Source: an optimization exercise on an open RTL-to-GDS flow (aim: small area and a short achievable clock period). Production flows keep margins and buffers that such runs may drop.
Function was checked by simulation only, so behaviour that the tests miss may differ from the original.
Power figures rest on the tool's default switching activity, not on a simulated workload. No driver is modelled on the clock port, so clocking that relies on it looks cheaper here than on a real chip.

==> run.sh <==
#!/bin/bash
# synth_recipe.tcl (not shown) runs the flow's synth.tcl, then flattens the netlist and writes it again
# the make line also repeats each setting of config.mk as NAME=value (left out here)
make -C /OpenROAD-flow-scripts/flow DESIGN_CONFIG=/design/flow/config.mk WORK_HOME=/design/flow/orfs CLKGATE_MAP_FILE= SYNTH_SCRIPT=/design/flow/synth_recipe.tcl finish
==> config.mk <==
export PLATFORM = sky130hd
export DESIGN_NAME = row_skew_fifo_bank
export DESIGN_NICKNAME = row_skew_fifo_bank
export VERILOG_FILES = /design/flow/design.v
export SDC_FILE = /design/flow/constraint.sdc
export NUM_CORES = 4
export LEC_CHECK = 0
export CAP_MARGIN = 20
export CORE_MARGIN = 2
export CORE_UTILIZATION = 40
export SLEW_MARGIN = 20
==> constraint.sdc <==
create_clock -name core_clock -period 5.5 [get_ports {i_clk}]
set_input_delay 1.1000 -clock core_clock [delete_from_list [all_inputs] [get_ports {i_clk}]]
set_output_delay 1.1000 -clock core_clock [all_outputs]
set_load 0.01 [all_outputs]
==> design.v <==
package sa_pkg;
    localparam int SA_ROW   = 9;
    localparam int SA_WIDTH = 9;
    localparam int SA_DEPTH = 16;
    typedef enum logic [1:0] {
        IDLE  = 2'd0,
        PRE   = 2'd1,
        DATA  = 2'd2,
        FLUSH = 2'd3
    } state_t;
    function automatic int cnt_width(input int n);
        cnt_width = (n > 1) ? $clog2(n) : 1;
    endfunction
endpackage
module sync_fifo
#(
    parameter int WIDTH = sa_pkg::SA_WIDTH,
    parameter int DEPTH = sa_pkg::SA_DEPTH
) (
    input  logic             i_clk,
    input  logic             i_rst_n,
    input  logic             push,
    input  logic             pop,
    input  logic [WIDTH-1:0] wdata,
    output logic [WIDTH-1:0] rdata,
    output logic             empty,
    output logic             full,
    output logic             full_d
);
    localparam int PW = $clog2(DEPTH);
    localparam int CW = PW + 1;
    logic [WIDTH-1:0] mem [DEPTH];
    logic [PW-1:0]    wr_ptr_q;
    logic [PW-1:0]    rd_ptr_q;
    logic [CW-1:0]    count_q;
    logic [WIDTH-1:0] rdata_q;
    logic             empty_q, full_q, empty_d;
    logic             pop_ok, one, almost;
    assign pop_ok = pop & ~empty_q;
    assign one    = (count_q == CW'(1));
    assign almost = (count_q == CW'(DEPTH - 1));
    assign empty_d = push ? 1'b0 : (empty_q | (one & pop_ok));
    assign full_d  = pop_ok ? 1'b0 : (full_q | (almost & push));
    assign rdata = rdata_q;
    assign empty = empty_q;
    assign full  = full_q;
    always_ff @(posedge i_clk or negedge i_rst_n) begin
        if (!i_rst_n) begin
            wr_ptr_q <= '0;
            rd_ptr_q <= '0;
            count_q  <= '0;
            rdata_q  <= '0;
            empty_q  <= 1'b1;
            full_q   <= 1'b0;
        end else begin
            empty_q <= empty_d;
            full_q  <= full_d;
            if (push != pop_ok) count_q <= push ? count_q + CW'(1) : count_q - CW'(1);
            if (push) wr_ptr_q <= wr_ptr_q + PW'(1);
            if (pop_ok) begin
                rd_ptr_q <= rd_ptr_q + PW'(1);
                rdata_q  <= mem[rd_ptr_q];
            end
        end
    end
    always_ff @(posedge i_clk) begin
        if (push) begin
            mem[wr_ptr_q] <= wdata;
        end
    end
endmodule
module row_skew_fifo_bank
#(
    parameter int ROW   = sa_pkg::SA_ROW,
    parameter int WIDTH = sa_pkg::SA_WIDTH,
    parameter int DEPTH = sa_pkg::SA_DEPTH
) (
    input  logic                 i_clk,
    input  logic                 i_rst_n,
    input  logic                 i_valid,
    input  logic                 i_last,
    input  logic [ROW*WIDTH-1:0] i_data,
    output logic                 o_ready,
    input  logic [ROW-1:0]       i_read_enable,
    output logic [ROW-1:0]       o_fifo_empty,
    output logic [ROW*WIDTH-1:0] o_data,
    output logic                 o_busy
);
    localparam int KW = sa_pkg::cnt_width(ROW);
    sa_pkg::state_t             state_q, state_d;
    logic [KW-1:0]              k_q, k_d;
    logic [ROW-1:0]             push, full, full_d, empty;
    logic [ROW-1:0][WIDTH-1:0]  wdata, rdata;
    logic                       stall_q, stall_d, ready_q, ready_d, busy_q, busy_d;
    logic                       k_last, accept;
    assign k_last = (int'(k_q) == ROW - 2);
    assign accept = ready_q & i_valid;
    always_comb begin
        state_d = state_q;
        k_d     = k_q;
        case (state_q)
            sa_pkg::IDLE: begin
                if (i_valid) begin
                    state_d = (ROW > 1) ? sa_pkg::PRE : sa_pkg::DATA;
                    k_d     = '0;
                end
            end
            sa_pkg::PRE: begin
                if (!stall_q) begin
                    if (k_last) begin
                        state_d = sa_pkg::DATA;
                        k_d     = '0;
                    end else begin
                        k_d = k_q + KW'(1);
                    end
                end
            end
            sa_pkg::DATA: begin
                if (accept && i_last) begin
                    state_d = (ROW > 1) ? sa_pkg::FLUSH : sa_pkg::IDLE;
                    k_d     = '0;
                end
            end
            sa_pkg::FLUSH: begin
                if (!stall_q) begin
                    if (k_last) begin
                        state_d = sa_pkg::IDLE;
                        k_d     = '0;
                    end else begin
                        k_d = k_q + KW'(1);
                    end
                end
            end
            default: begin
                state_d = sa_pkg::IDLE;
                k_d     = '0;
            end
        endcase
    end
    always_comb begin
        for (int r = 0; r < ROW; r++) begin
            push[r]  = 1'b0;
            wdata[r] = '0;
            case (state_q)
                sa_pkg::PRE:     push[r] = ~stall_q & (int'(k_q) >= ROW - 1 - r);
                sa_pkg::DATA: begin
                    push[r]  = accept;
                    wdata[r] = i_data[r*WIDTH +: WIDTH];
                end
                sa_pkg::FLUSH:   push[r] = ~stall_q & (int'(k_q) < ROW - 1 - r);
                default: push[r] = 1'b0;
            endcase
        end
    end
    assign stall_d = |full_d;
    assign ready_d = (state_d == sa_pkg::DATA) & ~stall_d;
    assign busy_d  = (state_d != sa_pkg::IDLE);
    always_ff @(posedge i_clk or negedge i_rst_n) begin
        if (!i_rst_n) begin
            state_q <= sa_pkg::IDLE;
            k_q     <= '0;
            stall_q <= 1'b0;
            ready_q <= 1'b0;
            busy_q  <= 1'b0;
        end else begin
            state_q <= state_d;
            k_q     <= k_d;
            stall_q <= stall_d;
            ready_q <= ready_d;
            busy_q  <= busy_d;
        end
    end
    for (genvar r = 0; r < ROW; r++) begin : g_row
        sync_fifo #(
            .WIDTH (WIDTH),
            .DEPTH (DEPTH)
        ) u_fifo (
            .i_clk   (i_clk),
            .i_rst_n (i_rst_n),
            .push    (push[r]),
            .pop     (i_read_enable[r]),
            .wdata   (wdata[r]),
            .rdata   (rdata[r]),
            .empty   (empty[r]),
            .full    (full[r]),
            .full_d  (full_d[r])
        );
    end
    assign o_ready      = ready_q;
    assign o_busy       = busy_q;
    assign o_fifo_empty = empty;
    assign o_data       = rdata;
endmodule
==> flow_summary.json, run 1 <==
{
  "coreArea_sq_mm": 0.152,
  "grt.overflow.total": 0,
  "initial_utilization_pct": 40.3,
  "yosys_warnings": 2,
  "ys_ff_latch": 1521,
  "clockBufferDepth": 3,
  "r2r_cells": 7,
  "ys.flop_type": "edfxtp_1",
  "design_area_sq_mm": 0.0708,
  "path_clk_slew_ns": 0.06,
  "cts_sinks": 1521,
  "area_growth_pct": 15.6,
  "path_max_fanout": 9,
  "grt.total_usage_pct": 17.3,
  "nets": 3625,
  "cp-end-kind": "flop",
  "async_flop_share_pct": 14.8,
  "drtAntennaViolNets": 0,
  "setup_viol": 0,
  "die_area_sq_mm": 0.156,
  "grt_max_degree": 89,
  "first_iter_violations": 2428,
  "netlist_instances": 3219,
  "ir_worst_vdd_mv": 0.321,
  "die_width_um": 395,
  "setup.worst_path.start_class": "input port",
  "h-tree-depth": 4,
  "antenna_found_initial": 7,
  "power.total_w": 0.0374,
  "period_share_pct": 63.3,
  "final.setup.tns_ns": 0,
  "vias_per_cell": 5.29,
  "grt_pass1_wl_mm": 201,
  "critPathKind": "in2reg",
  "drtPass1Iterations": 5,
  "worstPathArrival_ns": 3.92,
  "utilization_pct": 46.6,
  "worst_slew_pin_slew_ns": 1.04,
  "clock-root-buffer": "clkbuf_16",
  "cts_resized": 0,
  "cts_tree": "done",
  "wl_mm": 134,
  "cts_inserted_buffers": 165,
  "hp-class": "in2async",
  "vias": 29700,
  "num_antenna_cells": 0,
  "period_needed_ns": 3.48,
  "gp_congestion": 0.784,
  "std_cell_rows": 143,
  "run_status": "finished clean",
  "place_ws_ns": 1.22,
  "synth_fp_nets": 3401,
  "io_pins": 186,
  "clk_latency_ns": 0.81,
  "wl_per_cell_um": 23.9,
  "rsz0062_at_grt": "false",
  "seq_area_frac_synth_pct": 72.8,
  "die_h_um": 395,
  "ctsHoldBuffers": 0,
  "fin_skew_ns": 0.0491,
  "crit_chain": "clkdlybuf4s50_1, nand3_1, a21oi_1, a21boi_2, nand2_1, nor2_1",
  "fin_ws_ns": 2.02,
  "required_ns": 5.94,
  "synth_enable_flop_cells": 1296,
  "max-slew-margin-rel_pct": 31.0,
  "r2r_end": "g_row[1].u_fifo.mem[14][3]",
  "placed_area_sq_mm": 0.0653,
  "cp_slowest_cell": "nor2_1",
  "drv_cap": 0,
  "reg2reg_from": "state_q[0]",
  "avgSynthCellArea_sq_um": 19.0,
  "timing.fmax_ghz": 0.287,
  "final_layout_size_suffix_gt1_share_pct": 21.0,
  "port_buffers": 185,
  "drc": 0,
  "hold_viol": 0,
  "syn-cell-area_sq_mm": 0.0612,
  "critPathMaxStageDelay_ns": 0.65,
  "p_leak_nw": 24.1,
  "power_density_mw_per_mm2": 528,
  "postCtsSetupRepairBufs": 0,
  "grt_pass1_vias": 30600,
  "final-max-slew-violation-count": 0,
  "dp_hpwl_mm": 86.2,
  "rrSetupSlack_ns": 2.20,
  "ys_types": 62
}
==> synthesized netlist by cell type, types with 13 or more instances <==
library cell	n	area share (%)
and2_1	147	1.5
inv_1	53	0.32
clkbuf_1	105	0.64
a31oi_1	16	0.16
dfrtp_1	216	8.8
buf_2	40	0.33
nor2b_1	15	0.15
nand3_1	15	0.12
buf_1	24	0.15
ha_1	88	1.8
nor3_1	26	0.21
xnor2_1	79	1.1
edfxtp_1	1296	64
nand4_1	20	0.20
nand2_1	323	2.0
nand2b_1	15	0.15
nor2_1	75	0.46
and3_1	39	0.40
xor2_1	13	0.19
a21oi_1	22	0.18
o21ai_0	28	0.23
and4_1	24	0.34
mux4_2	405	15
==> routing by layer <==
| layer | up-vias | global-route usage, % | wire (um) | share of wire (%) |
|---|---|---|---|---|
| li1 | 13100 | - | - | - |
| met3 | 181 | 3.69 | 7860 | 5.9 |
| met2 | 802 | 26.6 | 62700 | 47 |
| met1 | 15600 | 25.2 | 60700 | 45 |
| met5 | - | 0 | 60 | 0.045 |
| met4 | 8 | 4.55 | 2720 | 2.0 |
==> metrics by stage <==
step,hold slack [ns],std cells
floorplan,0.446,3219
global placement,0.458,5306
detailed placement,0.462,5306
CTS,0.203,5614
global route,0.223,5614
finish,0.233,5614
==> worst max-delay path by stage <==
| stage | startpoint | end | slack [ns] | cells after the start |
|---|---|---|---|---|
| 3_5_place_dp | i_valid | g_row[1].u_fifo.mem[7][4] | 1.22 | 6 |
| 4_1_cts | i_valid | g_row[1].u_fifo.mem[9][8] | 2.07 | 6 |
| 5_1_grt | i_valid | g_row[1].u_fifo.mem[11][8] | 1.77 | 6 |
| 2_1_floorplan | i_valid | g_row[1].u_fifo.mem[0][0] | 2.13 | 7 |
| 3_3_place_gp | i_valid | g_row[1].u_fifo.mem[13][3] | 1.30 | 6 |
| 6_report | i_valid | g_row[1].u_fifo.mem[14][3] | 2.02 | 6 |
==> state kept, by name (all words and copies together) (netlist names) <==
| name | cells |
|---|---|
| g_row.u_fifo.full_q | 9 |
| state_q | 2 |
| g_row.u_fifo.empty_q | 9 |
| ready_q | 1 |
| g_row.u_fifo.count_q | 45 |
| g_row.u_fifo.rd_ptr_q | 36 |
| stall_q | 1 |
| k_q | 4 |
| busy_q | 1 |
| g_row.u_fifo.rdata_q | 81 |
| g_row.u_fifo.wr_ptr_q | 36 |
| g_row.u_fifo.mem | 1296 |
==> power breakdown <==
group	internal, W	switching, W	leakage, nW
clock network	0.00626	0.00471	2.65
logic	0.00497	0.00552	6.84
registers	0.0145	0.00143	14.6
total	0.0257	0.0117	24.1
==> cells in the final DEF (no fill, tap or decap), drive strengths merged, types with 5 or more instances in the layout <==
cell type	count
dfrtp	216
nor3b	5
o211ai	7
bufinv	10
dfstp	9
mux2	11
xor2	13
o31ai	8
and4	24
or3	8
mux4	405
buf	51
nor3	26
o21ai	37
nand2b	15
xnor2	79
nand3b	5
a211oi	5
mux2i	5
clkbuf	211
clkinvlp	12
nand2	323
edfxtp	1296
clkdlybuf4s50	184
clkinv	68
a41oi	7
and2	147
nor2	75
and3	39
ha	88
nor2b	15
nand4	20
inv	61
nand3	15
a31oi	16
a21oi	23
==> kinds of logic after synthesis <==
family,Yosys count,synth area share [%]
adders and majority gates,92,1.86
muxes,421,15.2
and+or+nand+nor,731,5.93
AOI/OAI and AO/OA,130,1.38
DFF,1521,72.8
buffers and inverters,232,1.56
xor gates and xnor gates,92,1.32
==> critical path, delay by kind of cell <==
kind                   cells  cell delay, ns
and+or+nand+nor            3            1.40
buffers and inverters      1            0.55
AOI/OAI and AO/OA          2            0.85
==> layout make-up <==
class / count / area [sq um]
timing repair buffer: 235 / 2240
fill: 12600 / 81100
sequential: 1521 / 44600
inverter: 54 / 203
tap: 2030 / 2540
multi-input combinational: 1466 / 15700
clock inverter: 97 / 1080
clock buffer: 211 / 4420
==> inputs of run 2 (changes only) <==
--- a/design.v
+++ b/design.v
@@ -28,19 +28,24 @@
     output logic             full_d
 );
     localparam int PW = $clog2(DEPTH);
-    localparam int CW = PW + 1;
     logic [WIDTH-1:0] mem [DEPTH];
     logic [PW-1:0]    wr_ptr_q;
     logic [PW-1:0]    rd_ptr_q;
-    logic [CW-1:0]    count_q;
     logic [WIDTH-1:0] rdata_q;
     logic             empty_q, full_q, empty_d;
     logic             pop_ok, one, almost;
+    logic [DEPTH-1:0] rsel;
+    logic [WIDTH-1:0] rdata_d;
     assign pop_ok = pop & ~empty_q;
-    assign one    = (count_q == CW'(1));
-    assign almost = (count_q == CW'(DEPTH - 1));
+    assign one    = (wr_ptr_q == rd_ptr_q + PW'(1));
+    assign almost = (rd_ptr_q == wr_ptr_q + PW'(1));
     assign empty_d = push ? 1'b0 : (empty_q | (one & pop_ok));
     assign full_d  = pop_ok ? 1'b0 : (full_q | (almost & push));
+    always_comb begin
+        for (int e = 0; e < DEPTH; e++) rsel[e] = pop_ok & (rd_ptr_q == PW'(e));
+        rdata_d = rdata_q & {WIDTH{~pop_ok}};
+        for (int e = 0; e < DEPTH; e++) rdata_d = rdata_d | (mem[e] & {WIDTH{rsel[e]}});
+    end
     assign rdata = rdata_q;
     assign empty = empty_q;
     assign full  = full_q;
@@ -48,19 +53,15 @@
         if (!i_rst_n) begin
             wr_ptr_q <= '0;
             rd_ptr_q <= '0;
-            count_q  <= '0;
             rdata_q  <= '0;
             empty_q  <= 1'b1;
             full_q   <= 1'b0;
         end else begin
             empty_q <= empty_d;
             full_q  <= full_d;
-            if (push != pop_ok) count_q <= push ? count_q + CW'(1) : count_q - CW'(1);
             if (push) wr_ptr_q <= wr_ptr_q + PW'(1);
-            if (pop_ok) begin
-                rd_ptr_q <= rd_ptr_q + PW'(1);
-                rdata_q  <= mem[rd_ptr_q];
-            end
+            rdata_q <= rdata_d;
+            if (pop_ok) rd_ptr_q <= rd_ptr_q + PW'(1);
         end
     end
     always_ff @(posedge i_clk) begin
--- a/config.mk
+++ b/config.mk
@@ -7,5 +7,6 @@
 export LEC_CHECK = 0
 export CAP_MARGIN = 20
 export CORE_MARGIN = 2
-export CORE_UTILIZATION = 40
+export CORE_UTILIZATION = 60
+export SETUP_SLACK_MARGIN = 3.0
 export SLEW_MARGIN = 20
==> flow_summary.json, run 2 <==
{
  "final-max-slew-violation-count": 0,
  "placed_area_sq_mm": 0.0616,
  "final_layout_size_suffix_gt1_share_pct": 22.3,
  "io_pins": 186,
  "cts_tree": "done",
  "syn-cell-area_sq_mm": 0.0579,
  "timing.fmax_ghz": 0.385,
  "worstPathArrival_ns": 3.18,
  "synth-xor-area-share_pct": 2.04,
  "netlist_instances": 3577,
  "yosys.area_share.simple_pct": 9.00,
  "synthDominantCellAreaShare_pct": 67.2,
  "r2r_end": "stall_q",
  "die_width_um": 315,
  "met3_usage_pct": 6.58,
  "wl_mm": 164,
  "drv_cap": 0,
  "path_buf_inv": 2,
  "utilization_pct": 72.8,
  "place_inst": 4938,
  "vias_per_cell": 6.72,
  "reg2reg_from": "k_q[1]",
  "synth_fa_ha_area_share_pct": 1.71,
  "top_register": "g_row.u_fifo.mem",
  "ys_ff_latch": 1476,
  "power_density_mw_per_mm2": 445,
  "reg.largest.list": "g_row.u_fifo.mem x1296, g_row.u_fifo.rdata_q x81",
  "hold-worst-slack_ns": 0.389,
  "fin_skew_ns": 0.0212,
  "design_area_sq_mm": 0.0694,
  "crit_chain": "inv_1, ha_2, nand2b_1, o31ai_4, nand3_1, buf_6, a32o_2, nor4_4, nand3_1",
  "grt_max_degree": 81,
  "ys.flop_type": "edfxtp_1",
  "critPathMaxStageDelay_ns": 0.46,
  "port_buffers": 185,
  "cts_inserted_buffers": 146,
  "setup.worst_path.start_class": "flop",
  "cp-end-kind": "flop",
  "async_flop_share_pct": 12.2,
  "final.setup.tns_ns": 0,
  "period_needed_ns": 2.60,
  "first_iter_violations": 5583,
  "antenna_found_initial": 9,
  "vias": 36300,
  "ctsHoldBuffers": 0,
  "grtUsageMet1_pct": 46.9,
  "largest_reg_flops": 1296,
  "busiest_layer": "met2",
  "gp_congestion": 0.952,
  "required_ns": 6.08,
  "drtAntennaViolNets": 0,
  "rrSetupSlack_ns": 2.90,
  "path_clk_slew_ns": 0.06,
  "initial_utilization_pct": 60.8,
  "grt.total_usage_pct": 32.9,
  "r2r_cells": 9,
  "ir_worst_vdd_mv": 0.315,
  "worst_slew_pin_slew_ns": 1.08,
  "hold_viol": 0,
  "crit_top_cell": "nand3_1",
  "path_max_fanout": 11,
  "synth_enable_flop_cells": 1296,
  "grt_pass1_wl_mm": 238,
  "synth_top_family_by_area": "compound AO/OA/AOI/OAI gates",
  "rsz0062_at_grt": "true",
  "synth.area.top_cells": "edfxtp_1, dfrtp_1, a22oi_1",
  "clk_latency_ns": 0.74,
  "yosysTopAreaCell": "edfxtp_1",
  "area_growth_pct": 19.8,
  "grt.overflow.total": 0,
  "run_status": "finished clean",
  "hp-class": "in2async",
  "synth_fp_nets": 3750,
  "final_common_cell": "edfxtp_1",
  "clock-root-buffer": "clkbuf_16",
  "cp_top_family": "simple AND/OR/NAND/NOR gates",
  "synthMuxAreaShare_pct": 1.60,
  "yosysMostFrequentCell": "edfxtp_1",
  "drc": 0,
  "clockBufferDepth": 3,
  "layout_common_cells": "edfxtp_1, a22oi_1, nand2_1, clkbuf_16, buf_4",
  "coreArea_sq_mm": 0.0953,
  "synth-compound-area-share_pct": 9.29,
  "die_area_sq_mm": 0.0990,
  "std_cell_rows": 113,
  "wl_per_cell_um": 30.4,
  "seq_area_frac_synth_pct": 75.0,
  "avgSynthCellArea_sq_um": 16.2,
  "synth_common_cells": "edfxtp_1, a22oi_1, nor2_1",
  "instances_no_fill": 5403,
  "critPathKind": "reg2reg",
  "yosys_warnings": 2,
  "h-tree-depth": 4,
  "cts_sinks": 1476,
  "die_h_um": 315,
  "max-slew-margin-rel_pct": 28.1,
  "drtPass1Iterations": 8,
  "dp_hpwl_mm": 104,
  "nets": 4189,
  "setup_viol": 0,
  "ys_types": 82,
  "grt_pass1_vias": 35400,
  "p_leak_nw": 25.5,
  "period_share_pct": 47.3,
  "cp_slowest_cell": "o31ai_4",
  "grt_use_met2_pct": 51.6
}
run 2: timing repair:
action	in CTS	in global routing
buffers inserted	119	55
pin swaps	64	45
resized for setup	605	147
endpoints found under the setup margin	2553	903
cloned	17	4
run 2: final cells by class:
cell class,instances,area (sq um)
antenna,3,7.51
clock buffer,205,4150
clock inverter,62,663
fill,5865,25900
inverter,50,188
multi-input combinational,1953,15600
sequential,1476,43500
tap,1265,1580
timing repair buffer,389,3690
run 2: through the flow:
| step | setup slack [ns] | total power [W] |
|---|---|---|
| after floorplan | 2.66 | 0.0177 |
| after global placement | 1.40 | 0.0200 |
| after detailed placement | 1.35 | 0.0201 |
| after CTS | 2.79 | 0.0304 |
| after global routing | 2.85 | 0.0319 |
| final | 2.90 | 0.0308 |
run 2: worst reg2reg max path: stages, from the launching register on:
cell,delay [ns]
dfrtp_2,0.43
inv_1,0.10
ha_2,0.21
nand2b_1,0.14
o31ai_4,0.46
nand3_1,0.16
buf_6,0.18
a32o_2,0.29
nor4_4,0.31
nand3_1,0.17
run 2: worst max-delay path by stage:
stage / from / endpoint / slack (ns) / depth (start not counted)
after global placement: i_valid / g_row[7].u_fifo.mem[2][3] / 1.40 / 6
final: k_q[1] / stall_q / 2.90 / 9
after detailed placement: i_valid / g_row[7].u_fifo.mem[3][5] / 1.35 / 6
after CTS: i_read_enable[0] / ready_q / 2.79 / 6
after floorplan: i_valid / g_row[8].u_fifo.mem[3][0] / 2.66 / 3
after global routing: k_q[1] / stall_q / 2.85 / 9
run 2: cell families (layout without fill, tap and decap cells):
| kind of cell | after synthesis | after routing |
|---|---|---|
| AOI/OAI and AO/OA | 682 | 682 |
| DFF | 1476 | 1476 |
| muxes | 83 | 83 |
| other | 0 | 3 |
| adders and majority gates | 79 | 79 |
| buffers and inverters | 167 | 706 |
| xor gates and xnor gates | 135 | 135 |
| and+or+nand+nor | 955 | 974 |
run 2: layer usage:
layer  up-vias  routed length [um]
met5         -                  36
met4         6                5260
met3       371               17100
met2      2322               78200
met1     18400               63700
li1      15200                   -
run 2: report_power, final:
part / internal [W] / leakage [nW] / switching [W]
combinational: 0.00282 / 7.16 / 0.00397
clock: 0.00591 / 2.36 / 0.00411
sequential: 0.0129 / 16.0 / 0.00113
==> inputs of run 3 (changes only) <==
--- a/design.v
+++ b/design.v
@@ -27,22 +27,20 @@
     output logic             full,
     output logic             full_d
 );
-    localparam int PW = $clog2(DEPTH);
+    localparam int CW = $clog2(DEPTH) + 1;
     logic [WIDTH-1:0] mem [DEPTH];
-    logic [PW-1:0]    wr_ptr_q;
-    logic [PW-1:0]    rd_ptr_q;
-    logic [WIDTH-1:0] rdata_q;
+    logic [CW-1:0]    count_q;
+    logic [WIDTH-1:0] rdata_q, rdata_d;
     logic             empty_q, full_q, empty_d;
     logic             pop_ok, one, almost;
     logic [DEPTH-1:0] rsel;
-    logic [WIDTH-1:0] rdata_d;
-    assign pop_ok = pop & ~empty_q;
-    assign one    = (wr_ptr_q == rd_ptr_q + PW'(1));
-    assign almost = (rd_ptr_q == wr_ptr_q + PW'(1));
+    assign pop_ok  = pop & ~empty_q;
+    assign one     = (count_q == CW'(1));
+    assign almost  = (count_q == CW'(DEPTH - 1));
     assign empty_d = push ? 1'b0 : (empty_q | (one & pop_ok));
     assign full_d  = pop_ok ? 1'b0 : (full_q | (almost & push));
     always_comb begin
-        for (int e = 0; e < DEPTH; e++) rsel[e] = pop_ok & (rd_ptr_q == PW'(e));
+        for (int e = 0; e < DEPTH; e++) rsel[e] = pop_ok & (count_q == CW'(e + 1));
         rdata_d = rdata_q & {WIDTH{~pop_ok}};
         for (int e = 0; e < DEPTH; e++) rdata_d = rdata_d | (mem[e] & {WIDTH{rsel[e]}});
     end
@@ -51,22 +49,21 @@
     assign full  = full_q;
     always_ff @(posedge i_clk or negedge i_rst_n) begin
         if (!i_rst_n) begin
-            wr_ptr_q <= '0;
-            rd_ptr_q <= '0;
-            rdata_q  <= '0;
-            empty_q  <= 1'b1;
-            full_q   <= 1'b0;
+            count_q <= '0;
+            rdata_q <= '0;
+            empty_q <= 1'b1;
+            full_q  <= 1'b0;
         end else begin
             empty_q <= empty_d;
             full_q  <= full_d;
-            if (push) wr_ptr_q <= wr_ptr_q + PW'(1);
             rdata_q <= rdata_d;
-            if (pop_ok) rd_ptr_q <= rd_ptr_q + PW'(1);
+            if (push != pop_ok) count_q <= push ? count_q + CW'(1) : count_q - CW'(1);
         end
     end
     always_ff @(posedge i_clk) begin
         if (push) begin
-            mem[wr_ptr_q] <= wdata;
+            mem[0] <= wdata;
+            for (int e = 1; e < DEPTH; e++) mem[e] <= mem[e-1];
         end
     end
 endmodule
==> flow_summary.json, run 3 <==
{
  "synth_fp_nets": 3450,
  "max-slew-margin-rel_pct": 25.5,
  "r2r_end": "ready_q",
  "critPathKind": "reg2out",
  "ctsHoldBuffers": 0,
  "reg2reg_from": "g_row[4].u_fifo.count_q[0]",
  "layout_common_cells": "edfxtp_1, a22oi_1, nand2_1, buf_4, clkbuf_16",
  "dp_hpwl_mm": 77.1,
  "synth-xor-area-share_pct": 0.715,
  "critPathMaxStageDelay_ns": 0.65,
  "instances_no_fill": 5023,
  "combPwrFrac_pct": 17.6,
  "die_area_sq_mm": 0.0944,
  "required_ns": 4.40,
  "power_density_mw_per_mm2": 456,
  "r2r_cells": 7,
  "yosys_warnings": 3,
  "first_iter_violations": 4477,
  "ys_ff_latch": 1449,
  "grt_max_degree": 98,
  "final.setup.tns_ns": 0,
  "cts_sinks": 1449,
  "wl_mm": 138,
  "synth-compound-area-share_pct": 10.6,
  "avgSynthCellArea_sq_um": 16.7,
  "yosysMostFrequentCell": "edfxtp_1",
  "worstPathArrival_ns": 1.49,
  "reg.largest.list": "g_row.u_fifo.mem x1296, g_row.u_fifo.rdata_q x81, g_row.u_fifo.count_q x45",
  "hold_path_depth": 0,
  "hold_viol": 0,
  "vias_per_cell": 6.63,
  "nets": 3869,
  "drc": 0,
  "run_status": "finished clean",
  "multi_input_area_sq_mm": 0.0126,
  "ys.flop_type": "edfxtp_1",
  "grt.total_usage_pct": 28.9,
  "wl_per_cell_um": 27.4,
  "cts_inserted_buffers": 144,
  "place_ws_ns": 1.37,
  "std_cell_rows": 111,
  "cts_tree": "done",
  "grt.overflow.total": 0,
  "period_share_pct": 47.1,
  "top_register": "g_row.u_fifo.mem",
  "cp_slowest_cell": "dfstp_4",
  "crit_path_end": "o_fifo_empty[0]",
  "ir_worst_vdd_mv": 0.322,
  "seq_area_sq_mm": 0.0428,
  "clock-root-buffer": "clkbuf_16",
  "netlist_instances": 3295,
  "setup.worst_path.start_class": "flop",
  "async_flop_share_pct": 10.6,
  "area_growth_pct": 18.1,
  "h-tree-depth": 4,
  "port_buffers": 185,
  "grt_pass1_wl_mm": 205,
  "final_layout_size_suffix_gt1_share_pct": 18.4,
  "worst_slew_pin_slew_ns": 1.11,
  "die_h_um": 307,
  "largest_reg_flops": 1296,
  "drtAntennaViolNets": 0,
  "die_width_um": 307,
  "p_sw_w": 0.00832,
  "rsz0062_at_grt": "true",
  "cp_top_family": "flip-flops",
  "yosysTopAreaCell": "edfxtp_1",
  "drtPass1Iterations": 6,
  "design_area_sq_mm": 0.0651,
  "crit_start": "g_row[0].u_fifo.empty_q",
  "final_common_cell": "edfxtp_1",
  "drv_cap": 0,
  "yosys.area_share.simple_pct": 8.36,
  "timing.fmax_ghz": 0.386,
  "placed_area_sq_mm": 0.0586,
  "p_int_w": 0.0214,
  "antenna_found_initial": 5,
  "crit_chain": "buf_6",
  "clk_latency_ns": 0.75,
  "hp-class": "reg2reg",
  "vias": 33300,
  "period_needed_ns": 2.59,
  "synth_enable_flop_cells": 1296,
  "syn-cell-area_sq_mm": 0.0552,
  "fill_cells": 5901,
  "gp_congestion": 0.859,
  "path_depth": 1,
  "synth.area.top_cells": "edfxtp_1, dfrtp_1, a22oi_1",
  "p_sw_share_pct": 28.0,
  "io_pins": 186,
  "place_inst": 4598,
  "rrSetupSlack_ns": 2.94,
  "synthDominantCellAreaShare_pct": 70.6,
  "synth_common_cells": "edfxtp_1, a22oi_1, nand2_1",
  "synth_fa_ha_area_share_pct": 1.38,
  "cp-end-kind": "output port",
  "p_leak_nw": 22.2,
  "initial_utilization_pct": 60.4,
  "final-max-slew-violation-count": 0,
  "fin_ws_ns": 2.91,
  "seqPwrFrac_pct": 50.4,
  "path_buf_inv": 1,
  "seq_area_frac_synth_pct": 77.5,
  "clockBufferDepth": 3,
  "clkPwrFrac_pct": 32.0,
  "path_max_fanout": 2,
  "grt_pass1_vias": 33400,
  "fin_skew_ns": 0.0277,
  "ys_types": 88,
  "setup_viol": 0,
  "synth_top_family_by_area": "compound AO/OA/AOI/OAI gates",
  "coreArea_sq_mm": 0.0914,
  "path_clk_slew_ns": 0.06,
  "synthMuxAreaShare_pct": 0.123
}
## run 3: kinds of logic after synthesis
| logic type | count (synthesis) |
|---|---|
| flip-flops | 1449 |
| multiplexers | 6 |
| AO/OA/AOI/OAI | 738 |
| buffers and inverters | 163 |
| XOR/XNOR | 45 |
| adder cells (fa/ha/maj) | 61 |
| AND/OR/NAND/NOR | 833 |
## run 3: layout make-up
type / count / area share, %
repair inverters: 4 / 0.0480
flip-flops and latches: 1449 / 65.7
well taps: 1186 / 2.28
clock buffers: 205 / 6.33
clock inverters: 58 / 0.657
multi-input cells: 1690 / 19.3
repair buffers: 377 / 5.35
diodes: 6 / 0.0231
inverters: 48 / 0.319
## run 3: power by group through the flow
stage | sequential, W | clock (W) | combinational, W
floorplan | 0.0147 | 0 | 0.00308
global placement | 0.0151 | 0 | 0.00447
detailed placement | 0.0152 | 0 | 0.00462
CTS | 0.0149 | 0.00967 | 0.00500
global route | 0.0151 | 0.0101 | 0.00569
finish | 0.0150 | 0.00951 | 0.00524
## run 3: worst min-delay path by stage
stage / from / to / slack, ns
2_1_floorplan: g_row[1].u_fifo.mem[14][0] / g_row[1].u_fifo.mem[15][0] / 0.42
3_3_place_gp: g_row[2].u_fifo.mem[14][1] / g_row[2].u_fifo.mem[15][1] / 0.42
3_5_place_dp: g_row[1].u_fifo.mem[14][4] / g_row[1].u_fifo.mem[15][4] / 0.43
4_1_cts: i_rst_n / g_row[7].u_fifo.rdata_q[0] / 0.43
5_1_grt: g_row[6].u_fifo.mem[2][6] / g_row[6].u_fifo.mem[3][6] / 0.45
6_report: g_row[6].u_fifo.mem[2][6] / g_row[6].u_fifo.mem[3][6] / 0.44
## run 3: worst reg2reg max path: cells and delay by family, from the launching register on
| family | cells | cell delay, ns |
|---|---|---|
| DFF | 1 | 0.47 |
| and+or+nand+nor | 2 | 0.37 |
| AOI/OAI and AO/OA | 2 | 0.67 |
| buffers and inverters | 1 | 0.17 |
| adders and majority gates | 2 | 0.78 |
## run 3: what timing repair did
| item | in CTS | in global routing |
|---|---|---|
| resized for setup | 490 | 93 |
| pin swaps | 27 | 14 |
| buffers inserted | 106 | 31 |
| endpoints found under the hold margin | 0 | 0 |
| cloned | 17 | 2 |
| endpoints found under the setup margin | 1495 | 824 |
## run 3: metal layers
layer / wire [um] / up-vias / share of wire (%) / global-route usage [%]
met5: 28 / - / 0.020 / 0
met4: 4380 / 4 / 3.2 / 11.4
met3: 13100 / 335 / 9.5 / 5.95
met2: 64100 / 1891 / 47 / 43.9
met1: 55900 / 16800 / 41 / 41.6
li1: - / 14300 / - / -
## run 3: stage by stage
step	hold slack, ns	util, %	total power [W]
global route	0.446	71.3	0.0309
detailed placement	0.426	64.1	0.0198
global placement	0.420	64.1	0.0196
CTS	0.429	70.6	0.0296
finish	0.436	71.3	0.0297
floorplan	0.418	-	0.0178
==> inputs of run 4 (changes only) <==
==> flow/run.sh (new file) <==
#!/bin/bash
set -e
export CTS_ARGS="-sink_clustering_enable -repair_clock_nets -dont_use_dummy_load -sink_clustering_size 30 -sink_clustering_max_diameter 120"
export BUFFER_PORTS_ARGS="-buffer_cell sky130_fd_sc_hd__buf_2"
bash standard.sh > standard.log 2>&1
==> standard.sh (new file) <==
#!/bin/bash
# synth_recipe.tcl (not shown) runs the flow's synth.tcl, then flattens the netlist and writes it again
# the make line also repeats each setting of config.mk as NAME=value (left out here)
make -C /OpenROAD-flow-scripts/flow DESIGN_CONFIG=/design/flow/config.mk WORK_HOME=/design/flow/orfs CLKGATE_MAP_FILE= SYNTH_SCRIPT=/design/flow/synth_recipe.tcl "${@:-finish}"
removed: run.sh
==> flow_summary.json, run 4 <==
{
  "synthDominantCellAreaShare_pct": 70.6,
  "path_max_fanout": 2,
  "ys_ff_latch": 1449,
  "setup_viol": 0,
  "cp_slowest_cell": "dfstp_4",
  "required_ns": 4.40,
  "die_width_um": 307,
  "rrSetupSlack_ns": 2.97,
  "vias_per_cell": 6.75,
  "worstPathArrival_ns": 1.45,
  "ir_worst_vdd_mv": 0.309,
  "cts_sinks": 1449,
  "crit_chain": "buf_6",
  "nets": 3720,
  "final_layout_size_suffix_gt1_share_pct": 16.5,
  "power.total_w": 0.0248,
  "gp_congestion": 0.841,
  "timing.fmax_ghz": 0.393,
  "coreArea_sq_mm": 0.0914,
  "wl_mm": 133,
  "clock-root-buffer": "clkbuf_16",
  "wl_per_cell_um": 28.0,
  "io_pins": 186,
  "clk_latency_ns": 0.70,
  "setup.worst_path.start_class": "flop",
  "grt.overflow.total": 0,
  "vias": 32100,
  "netlist_instances": 3295,
  "final.setup.tns_ns": 0,
  "yosysTopAreaCell": "edfxtp_1",
  "area_growth_pct": 10.5,
  "async_flop_share_pct": 10.6,
  "port_buffers": 185,
  "period_share_pct": 46.3,
  "path_depth": 1,
  "cts_inserted_buffers": 54,
  "top_register": "g_row.u_fifo.mem",
  "rsz0062_at_grt": "true",
  "hp-class": "in2async",
  "std_cell_rows": 111,
  "grt_pass1_wl_mm": 196,
  "fin_ws_ns": 2.95,
  "cp-end-kind": "output port",
  "seq_area_frac_synth_pct": 77.5,
  "period_needed_ns": 2.55,
  "yosysMostFrequentCell": "edfxtp_1",
  "largest_reg_flops": 1296,
  "grt_pass1_vias": 31800,
  "max-slew-margin-rel_pct": 18.4,
  "layout_common_cells": "edfxtp_1, a22oi_1, nand2_1, buf_2, dfrtp_1",
  "drc": 0,
  "clockBufferDepth": 3,
  "synth_fp_nets": 3450,
  "critPathMaxStageDelay_ns": 0.64,
  "synth_enable_flop_cells": 1296,
  "dp_hpwl_mm": 76.1,
  "ys.flop_type": "edfxtp_1",
  "r2r_cells": 10,
  "placed_area_sq_mm": 0.0577,
  "power_density_mw_per_mm2": 407,
  "die_area_sq_mm": 0.0944,
  "initial_utilization_pct": 60.4,
  "path_buf_inv": 1,
  "ys_types": 88,
  "antenna_found_initial": 7,
  "die_h_um": 307,
  "synth_common_cells": "edfxtp_1, a22oi_1, nand2_1",
  "first_iter_violations": 4671,
  "fin_skew_ns": 0.0521,
  "crit_start": "g_row[0].u_fifo.empty_q",
  "ctsHoldBuffers": 0,
  "reg.largest.list": "g_row.u_fifo.mem x1296, g_row.u_fifo.rdata_q x81, g_row.u_fifo.count_q x45",
  "drv_cap": 0,
  "drtPass1Iterations": 8,
  "path_clk_slew_ns": 0.11,
  "worst_slew_pin_slew_ns": 1.22,
  "synth.area.top_cells": "edfxtp_1, dfrtp_1, a22oi_1",
  "grt.total_usage_pct": 27.6,
  "p_leak_nw": 20.2,
  "cts_tree": "done",
  "grt_max_degree": 118,
  "reg2reg_from": "state_q[0]",
  "h-tree-depth": 2,
  "final-max-slew-violation-count": 0,
  "avgSynthCellArea_sq_um": 16.7,
  "final_common_cell": "edfxtp_1",
  "syn-cell-area_sq_mm": 0.0552,
  "r2r_end": "ready_q",
  "cp_top_family": "flip-flops",
  "place_ws_ns": 1.57,
  "design_area_sq_mm": 0.0609,
  "yosys_warnings": 3,
  "drtAntennaViolNets": 0,
  "run_status": "finished clean",
  "hold_viol": 0,
  "critPathKind": "reg2out"
}
## run 4: cell types whose count changed in the layout (fill, tap and decap cells not counted), sizes merged, moves of 6 or more
cell / delta
clkbuf: -153
clkdlybuf4s50: -85
buf: +51
clkinv: -47
clkdlybuf4s15: -13
bufinv: -6
## run 4: what timing repair did
item | CTS | global route
gates cloned | 12 | 4
pin swaps | 11 | 18
setup buffers | 40 | 40
endpoints found under the setup margin | 1395 | 808
gates resized for setup | 108 | 107
## run 4: layer usage
metal,track usage (%),part of all wire (%),vias up
met5,0,0.016,-
met4,8.03,2.7,4
met3,5.23,8.9,244
met2,43.1,47,1637
met1,40.1,42,16400
li1,-,-,13800
## run 4: logic make-up (layout without fill, tap and decap cells)
group	after synthesis	in the layout	share of synthesized area, %
flip-flops	1449	1449	77.5
AND/OR/NAND/NOR	833	834	8.36
AO/OA/AOI/OAI	738	740	10.6
buffers and inverters	163	428	1.33
adder cells (fa/ha/maj)	61	61	1.38
XOR/XNOR	45	45	0.715
multiplexers	6	6	0.122
other	0	4	0
## run 4: worst max path at each step
stage | slack (ns) | end
after floorplan | 1.02 | g_row[2].u_fifo.count_q[2]
after global placement | 1.70 | g_row[7].u_fifo.mem[7][0]
after detailed placement | 1.57 | g_row[2].u_fifo.mem[9][5]
after CTS | 2.92 | o_fifo_empty[0]
after global routing | 2.85 | ready_q
final | 2.95 | o_fifo_empty[0]
## run 4: area by class of cell
type | count | area [sq um]
flip-flops and latches | 1449 | 42800
inverters | 48 | 213
repair buffers | 323 | 2650
fillers | 6327 | 30500
multi-input cells | 1686 | 12400
diodes | 4 | 10.0
well taps | 1186 | 1480
repair inverters | 3 | 20.0
clock buffers | 54 | 1350
## run 4: power breakdown
part / switching (W) / internal (W)
registers: 0.00119 / 0.0137
clock network: 0.00309 / 0.00177
logic: 0.00303 / 0.00202
total: 0.00731 / 0.0175
## run 4: metrics by stage
| step | utilization [%] | cells | hold WS (ns) |
|---|---|---|---|
| finish | 66.7 | 4753 | 0.348 |
| global placement | 63.0 | 4592 | 0.423 |
| floorplan | - | 3295 | 0.418 |
| global route | 66.7 | 4751 | 0.335 |
| CTS | 65.8 | 4702 | 0.330 |
| detailed placement | 63.1 | 4596 | 0.428 |
==> inputs of run 5 (changes only) <==
--- a/design.v
+++ b/design.v
@@ -37,10 +37,10 @@
     assign pop_ok  = pop & ~empty_q;
     assign one     = (count_q == CW'(1));
     assign almost  = (count_q == CW'(DEPTH - 1));
-    assign empty_d = push ? 1'b0 : (empty_q | (one & pop_ok));
-    assign full_d  = pop_ok ? 1'b0 : (full_q | (almost & push));
+    assign empty_d = ~push & (empty_q | (one & pop));
+    assign full_d  = ~pop & (full_q | (almost & push));
     always_comb begin
-        for (int e = 0; e < DEPTH; e++) rsel[e] = pop_ok & (count_q == CW'(e + 1));
+        for (int e = 0; e < DEPTH; e++) rsel[e] = pop & (count_q == CW'(e + 1));
         rdata_d = rdata_q & {WIDTH{~pop_ok}};
         for (int e = 0; e < DEPTH; e++) rdata_d = rdata_d | (mem[e] & {WIDTH{rsel[e]}});
     end
==> run.sh (new file) <==
#!/bin/bash
# synth_recipe.tcl (not shown) runs the flow's synth.tcl, then flattens the netlist and writes it again
# the make line also repeats each setting of config.mk as NAME=value (left out here)
make -C /OpenROAD-flow-scripts/flow DESIGN_CONFIG=/design/flow/config.mk WORK_HOME=/design/flow/orfs CLKGATE_MAP_FILE= SYNTH_SCRIPT=/design/flow/synth_recipe.tcl finish
removed: flow/run.sh
removed: standard.sh
==> flow_summary.json, run 5 <==
{
  "run_status": "finished clean",
  "power_density_mw_per_mm2": 478,
  "reg.largest.list": "g_row.u_fifo.mem x1296, g_row.u_fifo.rdata_q x81, g_row.u_fifo.count_q x45",
  "drv_cap": 0,
  "seq_area_frac_synth_pct": 78.4,
  "grt_pass1_wl_mm": 201,
  "seq_area_sq_mm": 0.0428,
  "synth_fp_nets": 3267,
  "clock-root-buffer": "clkbuf_16",
  "period_needed_ns": 2.54,
  "synth_common_cells": "edfxtp_1, a22oi_1, dfrtp_1",
  "critPathMaxStageDelay_ns": 0.59,
  "synthDominantCellAreaShare_pct": 71.4,
  "cts_inserted_buffers": 145,
  "ir_worst_vdd_mv": 0.328,
  "drc": 0,
  "crit_start": "g_row[5].u_fifo.empty_q",
  "fill_cells": 5779,
  "worstPathArrival_ns": 1.44,
  "drtPass1Iterations": 9,
  "instances_no_fill": 4787,
  "largest_reg_flops": 1296,
  "placed_area_sq_mm": 0.0578,
  "top_register": "g_row.u_fifo.mem",
  "crit_chain": "buf_6",
  "final_layout_size_suffix_gt1_share_pct": 18.5,
  "timing.fmax_ghz": 0.394,
  "ys_types": 77,
  "std_cell_rows": 110,
  "hp-class": "in2async",
  "worst_slew_pin_slew_ns": 1.04,
  "final_common_cell": "edfxtp_1",
  "initial_utilization_pct": 60.6,
  "netlist_instances": 3112,
  "io_pins": 186,
  "vias_per_cell": 6.75,
  "gp_congestion": 0.849,
  "grt.total_usage_pct": 28.6,
  "clkPwrFrac_pct": 31.2,
  "cp_top_family": "flip-flops",
  "yosys_warnings": 3,
  "wl_per_cell_um": 28.1,
  "async_flop_share_pct": 10.6,
  "synth_enable_flop_cells": 1296,
  "grt_pass1_vias": 32400,
  "path_buf_inv": 1,
  "period_share_pct": 46.2,
  "h-tree-depth": 4,
  "design_area_sq_mm": 0.0644,
  "fin_ws_ns": 2.96,
  "cts_sinks": 1449,
  "p_sw_w": 0.00870,
  "cts_tree": "done",
  "grt_max_degree": 93,
  "clockBufferDepth": 3,
  "ys.flop_type": "edfxtp_1",
  "first_iter_violations": 4750,
  "die_width_um": 305,
  "port_buffers": 185,
  "path_max_fanout": 2,
  "antenna_found_initial": 7,
  "place_inst": 4397,
  "reg2reg_from": "state_q[1]",
  "fin_skew_ns": 0.0224,
  "hold_viol": 0,
  "nets": 3642,
  "synth.area.top_cells": "edfxtp_1, dfrtp_1, a22oi_1",
  "cp-end-kind": "output port",
  "die_area_sq_mm": 0.0933,
  "setup.worst_path.start_class": "flop",
  "grt.overflow.total": 0,
  "ys_ff_latch": 1449,
  "max-slew-margin-rel_pct": 30.6,
  "combPwrFrac_pct": 18.1,
  "p_int_w": 0.0221,
  "multi_input_area_sq_mm": 0.0120,
  "yosysMostFrequentCell": "edfxtp_1",
  "final.setup.tns_ns": 0,
  "critPathKind": "reg2out",
  "avgSynthCellArea_sq_um": 17.5,
  "place_ws_ns": 1.39,
  "layout_common_cells": "edfxtp_1, a22oi_1, clkbuf_16, dfrtp_1, buf_4",
  "path_clk_slew_ns": 0.06,
  "area_growth_pct": 18.2,
  "cp_slowest_cell": "dfstp_2",
  "final-max-slew-violation-count": 0,
  "required_ns": 4.40,
  "yosysTopAreaCell": "edfxtp_1",
  "rsz0062_at_grt": "true",
  "setup_viol": 0,
  "wl_mm": 135,
  "coreArea_sq_mm": 0.0900,
  "drtAntennaViolNets": 0,
  "die_h_um": 305,
  "syn-cell-area_sq_mm": 0.0545,
  "utilization_pct": 71.6,
  "vias": 32300,
  "seqPwrFrac_pct": 50.8,
  "dp_hpwl_mm": 74.9,
  "clk_latency_ns": 0.74,
  "p_sw_share_pct": 28.3,
  "p_leak_nw": 21.3
}
[run 5: cell types whose count changed after synthesis, moves of 31 or more]
cell / previous run / this run
nand4_1: 49 / 81
nand4b_1: 8 / 42
a22o_1: 50 / 89
nand2_1: 179 / 80
and3_1: 72 / 28
a21oi_1: 57 / 20
nand3_1: 77 / 18
nor2_1: 157 / 126
a221o_1: 35 / 0
[run 5: final cells by class]
class / instances / share of cell area, %
diodes: 3 / 0.0117
clock buffers: 204 / 6.33
clock inverters: 64 / 0.812
inverters: 49 / 0.433
multi-input cells: 1505 / 18.6
flip-flops and latches: 1449 / 66.4
well taps: 1176 / 2.28
repair buffers: 334 / 5.07
repair inverters: 3 / 0.0563
[run 5: cell families after synthesis]
kind of cell	Yosys count	share of synthesized area, %
adders and majority gates	62	1.42
and+or+nand+nor	653	7.19
buffers and inverters	159	1.23
DFF	1449	78.4
xor gates and xnor gates	45	0.723
AOI/OAI and AO/OA	736	10.9
muxes	8	0.151
[run 5: metal layers]
metal  vias up  wire [um]  GRT usage (%)
li1      13700          -              -
met2      1878      63200           44.2
met1     16400      54300           40.8
met3       274      13700           6.55
met4         4       3390           9.31
met5         -         22              0
[run 5: power groups by stage]
| stage | registers, W | logic, W | clock network [W] |
|---|---|---|---|
| floorplan | 0.0154 | 0.00321 | 0 |
| global placement | 0.0157 | 0.00468 | 0 |
| detailed placement | 0.0158 | 0.00482 | 0 |
| CTS | 0.0156 | 0.00523 | 0.00974 |
| global route | 0.0158 | 0.00598 | 0.0102 |
| finish | 0.0156 | 0.00556 | 0.00959 |
[run 5: worst register-to-register path, delay by kind of cell, from the launching register on]
kind            cells  cell delay, ns
compound gates      1            0.41
buf+inv             4            0.80
flops               1            0.44
fa+ha+maj           1            0.20
simple gates        1            0.32
[run 5: what timing repair did]
action,CTS,global route
resized for setup,566,89
hold buffers,0,0
pin swaps,16,18
buffers inserted,64,37
gates cloned,13,5
setup endpoints to repair,1508,777
[run 5: path summary, 6_finish.rpt]
check / end / slack [ns] / cells past startpoint
setup / recovery: o_fifo_empty[5] / 2.96 / 1
min in group core_clock: g_row[4].u_fifo.mem[14][6] / 0.43 / 0
setup reg to reg: g_row[3].u_fifo.mem[9][5] / 3.01 / 7
max in group asynchronous: g_row[8].u_fifo.count_q[2] / 3.95 / 2
hold / removal: g_row[6].u_fifo.rdata_q[6] / 0.37 / 1
hold reg to reg: g_row[4].u_fifo.mem[14][6] / 0.43 / 0
[run 5: per-stage QoR]
step | hold slack (ns) | total power, W
final | 0.371 | 0.0308
after CTS | 0.398 | 0.0306
after global placement | 0.428 | 0.0204
after floorplan | 0.425 | 0.0186
after global routing | 0.419 | 0.0320
after detailed placement | 0.433 | 0.0206
==> inputs of run 6 (changes only) <==
--- a/design.v
+++ b/design.v
@@ -30,8 +30,8 @@
     localparam int CW = $clog2(DEPTH) + 1;
     logic [WIDTH-1:0] mem [DEPTH];
     logic [CW-1:0]    count_q;
-    logic [WIDTH-1:0] rdata_q, rdata_d;
-    logic             empty_q, full_q, empty_d;
+    logic [WIDTH-1:0] rdata_q, head;
+    logic             empty_q, full_q, empty_d, nempty_q;
     logic             pop_ok, one, almost;
     logic [DEPTH-1:0] rsel;
     assign pop_ok  = pop & ~empty_q;
@@ -40,23 +40,24 @@
     assign empty_d = ~push & (empty_q | (one & pop));
     assign full_d  = ~pop & (full_q | (almost & push));
     always_comb begin
-        for (int e = 0; e < DEPTH; e++) rsel[e] = pop & (count_q == CW'(e + 1));
-        rdata_d = rdata_q & {WIDTH{~pop_ok}};
-        for (int e = 0; e < DEPTH; e++) rdata_d = rdata_d | (mem[e] & {WIDTH{rsel[e]}});
+        for (int e = 0; e < DEPTH; e++) rsel[e] = (count_q == CW'(e + 1));
+        head = '0;
+        for (int e = 0; e < DEPTH; e++) head = head | (mem[e] & {WIDTH{rsel[e]}});
     end
     assign rdata = rdata_q;
+    assign empty_q = ~nempty_q;
     assign empty = empty_q;
     assign full  = full_q;
     always_ff @(posedge i_clk or negedge i_rst_n) begin
         if (!i_rst_n) begin
             count_q <= '0;
             rdata_q <= '0;
-            empty_q <= 1'b1;
+            nempty_q <= 1'b0;
             full_q  <= 1'b0;
         end else begin
-            empty_q <= empty_d;
+            nempty_q <= ~empty_d;
             full_q  <= full_d;
-            rdata_q <= rdata_d;
+            if (pop_ok) rdata_q <= head;
             if (push != pop_ok) count_q <= push ? count_q + CW'(1) : count_q - CW'(1);
         end
     end
==> flow/run.sh (new file) <==
#!/bin/bash
set -e
export CTS_ARGS="-sink_clustering_enable -repair_clock_nets -dont_use_dummy_load -sink_clustering_size 25 -sink_clustering_max_diameter 100"
export BUFFER_PORTS_ARGS="-buffer_cell sky130_fd_sc_hd__buf_2"
bash standard.sh > standard.log 2>&1
==> standard.sh (new file) <==
#!/bin/bash
# synth_recipe.tcl (not shown) runs the flow's synth.tcl, then flattens the netlist and writes it again
# the make line also repeats each setting of config.mk as NAME=value (left out here)
make -C /OpenROAD-flow-scripts/flow DESIGN_CONFIG=/design/flow/config.mk WORK_HOME=/design/flow/orfs CLKGATE_MAP_FILE= SYNTH_SCRIPT=/design/flow/synth_recipe.tcl "${@:-finish}"
--- a/config.mk
+++ b/config.mk
@@ -8,5 +8,5 @@
 export CAP_MARGIN = 20
 export CORE_MARGIN = 2
 export CORE_UTILIZATION = 60
-export SETUP_SLACK_MARGIN = 3.0
+export SETUP_SLACK_MARGIN = 3.2
 export SLEW_MARGIN = 20
removed: run.sh
==> flow_summary.json, run 6 <==
{
  "synth_enable_flop_cells": 1296,
  "yosys_warnings": 3,
  "hold-worst-slack_ns": 0.369,
  "path_max_fanout": 19,
  "rsz0062_at_grt": "true",
  "design_area_sq_mm": 0.0646,
  "drtAntennaViolNets": 0,
  "ys_types": 84,
  "p_leak_nw": 21.9,
  "drv_cap": 0,
  "cts_tree": "done",
  "synth.area.top_cells": "edfxtp_1, dfrtp_1, a22oi_1",
  "grt.total_usage_pct": 29.4,
  "setup_viol": 0,
  "antenna_found_initial": 3,
  "avgSynthCellArea_sq_um": 16.4,
  "final.setup.tns_ns": 0,
  "drtPass1Iterations": 7,
  "instances_no_fill": 5069,
  "setup.worst_path.start_class": "flop",
  "drc": 0,
  "run_status": "finished clean",
  "cts_inserted_buffers": 67,
  "yosysTopAreaCell": "edfxtp_1",
  "area_growth_pct": 14.9,
  "ys.flop_type": "edfxtp_1",
  "period_needed_ns": 2.45,
  "placed_area_sq_mm": 0.0585,
  "fin_skew_ns": 0.0397,
  "worstPathArrival_ns": 2.82,
  "fill_cells": 6189,
  "hp-class": "in2async",
  "syn-cell-area_sq_mm": 0.0562,
  "async_flop_share_pct": 10.6,
  "multi_input_area_sq_mm": 0.0137,
  "ir_worst_vdd_mv": 0.323,
  "vias_per_cell": 6.75,
  "seq_area_sq_mm": 0.0428,
  "wl_per_cell_um": 28.8,
  "gp_congestion": 0.857,
  "ys_ff_latch": 1449,
  "clockBufferDepth": 3,
  "grt_max_degree": 111,
  "vias": 34200,
  "max-slew-margin-rel_pct": 33.7,
  "critPathMaxStageDelay_ns": 0.45,
  "final-max-slew-violation-count": 0,
  "place_inst": 4738,
  "die_area_sq_mm": 0.0961,
  "synth_fp_nets": 3578,
  "r2r_cells": 8,
  "cts_sinks": 1449,
  "synth_common_cells": "edfxtp_1, a22oi_1, nor2_1",
  "wl_mm": 146,
  "final_common_cell": "edfxtp_1",
  "coreArea_sq_mm": 0.0930,
  "clk_latency_ns": 0.67,
  "cp-end-kind": "flop",
  "cp_slowest_cell": "dfrtp_1",
  "reg.largest.list": "g_row.u_fifo.mem x1296, g_row.u_fifo.rdata_q x81, g_row.u_fifo.count_q x45",
  "timing.fmax_ghz": 0.408,
  "worst_slew_pin_slew_ns": 0.988,
  "synthDominantCellAreaShare_pct": 69.3,
  "initial_utilization_pct": 60.4,
  "top_register": "g_row.u_fifo.mem",
  "port_buffers": 185,
  "die_width_um": 310,
  "crit_chain": "buf_6, ha_4, nor4b_4, inv_2, o21ai_4, buf_6, buf_4, buf_16",
  "layout_common_cells": "edfxtp_1, a22oi_1, buf_4, buf_2, nand2_1",
  "critPathKind": "reg2reg",
  "die_h_um": 310,
  "h-tree-depth": 3,
  "netlist_instances": 3423,
  "largest_reg_flops": 1296,
  "required_ns": 5.87,
  "period_share_pct": 44.5,
  "grt.overflow.total": 0,
  "final_layout_size_suffix_gt1_share_pct": 21.6,
  "hold_viol": 0,
  "grt_pass1_vias": 33100,
  "seq_area_frac_synth_pct": 76.1,
  "rrSetupSlack_ns": 3.05,
  "place_ws_ns": 1.96,
  "fin_ws_ns": 3.05,
  "path_clk_slew_ns": 0.10,
  "std_cell_rows": 112,
  "clock-root-buffer": "clkbuf_16",
  "io_pins": 186,
  "reg2reg_from": "state_q[0]",
  "yosysMostFrequentCell": "edfxtp_1",
  "power_density_mw_per_mm2": 483,
  "r2r_end": "g_row[3].u_fifo.mem[9][2]",
  "first_iter_violations": 4802,
  "dp_hpwl_mm": 82.1,
  "crit_top_cell": "buf_6",
  "nets": 3970,
  "grt_pass1_wl_mm": 211
}
-- run 6: cells by family after synthesis --
family | synth area share [%]
buf+inv | 1.70
compound gates | 11.1
fa+ha+maj | 1.36
xor+xnor | 0.701
simple gates | 6.95
flops | 76.1
mux | 2.08
-- run 6: per-layer routing --
| layer | vias up | global-route usage (%) | share of wire, % |
|---|---|---|---|
| li1 | 14500 | - | - |
| met1 | 17500 | 43.3 | 41 |
| met2 | 1946 | 45.3 | 47 |
| met3 | 259 | 4.99 | 9.2 |
| met4 | 0 | 9.61 | 2.8 |
| met5 | - | 0 | 0 |
-- run 6: through the flow --
| stage | total power, W | utilization [%] |
|---|---|---|
| floorplan | 0.0212 | - |
| global placement | 0.0236 | 62.9 |
| detailed placement | 0.0238 | 62.9 |
| CTS | 0.0302 | 67.2 |
| global route | 0.0325 | 69.4 |
| finish | 0.0312 | 69.4 |
-- run 6: worst max path at each step --
stage                           from                    endpoint  slack, ns
after CTS                     k_q[3]                     stall_q       3.02
after global routing      state_q[1]                     stall_q       3.01
final                     state_q[0]   g_row[3].u_fifo.mem[9][2]       3.05
after floorplan           state_q[1]  g_row[6].u_fifo.count_q[3]      -0.09
after global placement    state_q[0]  g_row[1].u_fifo.count_q[4]       2.07
after detailed placement  state_q[0]  g_row[1].u_fifo.count_q[4]       1.96
-- run 6: final cells by class --
| class | count | share of cell area, % |
|---|---|---|
| repair buffers | 468 | 7.12 |
| clock buffers | 67 | 2.60 |
| multi-input cells | 1770 | 21.2 |
| well taps | 1254 | 2.43 |
| flip-flops and latches | 1449 | 66.3 |
| inverters | 58 | 0.343 |
| repair inverters | 1 | 0.0116 |
| diodes | 2 | 0.00775 |
-- run 6: what timing repair did --
item                                    in CTS  in global routing
pin swaps                                   17                 34
endpoints found under the setup margin    1535               1001
gates resized for setup                    219                164
endpoints found under the hold margin        0                  0
cloned                                      26                 33
buffers inserted                           101                102
hold buffers                                 0                  0
-- run 6: power by group --
part	total, W	leakage (nW)	internal, W	switching (W)
logic	0.00904	7.46	0.00377	0.00526
registers	0.0167	13.6	0.0150	0.00174
clock network	0.00542	0.826	0.00220	0.00322
total	0.0312	21.9	0.0209	0.0102
-- run 6: worst max-delay path, delay by kind of cell, from the launching register on --
kind,cells,cell delay (ns)
buffers and inverters,5,0.76
AOI/OAI and AO/OA,1,0.45
adders and majority gates,1,0.19
DFF,1,0.45
and+or+nand+nor,1,0.33

[separate check: timing with driven ports]
Ports are ideal in the flow. The routed layouts listed here were re-timed in OpenROAD. Step 1 sets driving cells, clkbuf_16 on the clock port and buf_2 on the other inputs (assumed; they add their load-dependent delay and slew). Step 2 moves the port delays by t, midway between the first and last clock arrival at a register: inputs arrive t later, outputs are due t later. That takes back most of the time a late clock gives input paths. Three values: ideal, step 1, step 2; two values: the first two.
| run | t (ns) | setup slack, ns | hold WS [ns] | worst slew at a driven data input, ns | pins driven straight from the clock port |
|---|---|---|---|---|---|
| run 1 | 0.867 | 2.019 / 1.893 / 1.027 | 0.233 / 0.211 / 0.470 | 0.20 | 1 |
| run 2 | 0.810 | 2.900 / 2.845 / 2.146 | 0.389 / 0.363 / 0.459 | 0.12 | 1 |
| run 3 | 0.811 | 2.907 / 2.830 / 2.065 | 0.436 / 0.412 / 0.436 | 0.14 | 1 |
| run 4 | 0.746 | 2.955 / 2.882 / 2.175 | 0.348 / 0.310 / 0.399 | 0.14 | 1 |
| run 5 | 0.802 | 2.961 / 2.889 / 2.291 | 0.371 / 0.345 / 0.430 | 0.11 | 1 |
| run 6 | 0.714 | 3.050 / 3.036 / 2.565 | 0.369 / 0.352 / 0.443 | 0.10 | 1 |
After both steps every run listed still meets setup and hold. The setup slack of run 1, which loses most, moves by -0.126 ns with the drivers and by -0.992 ns with both steps.
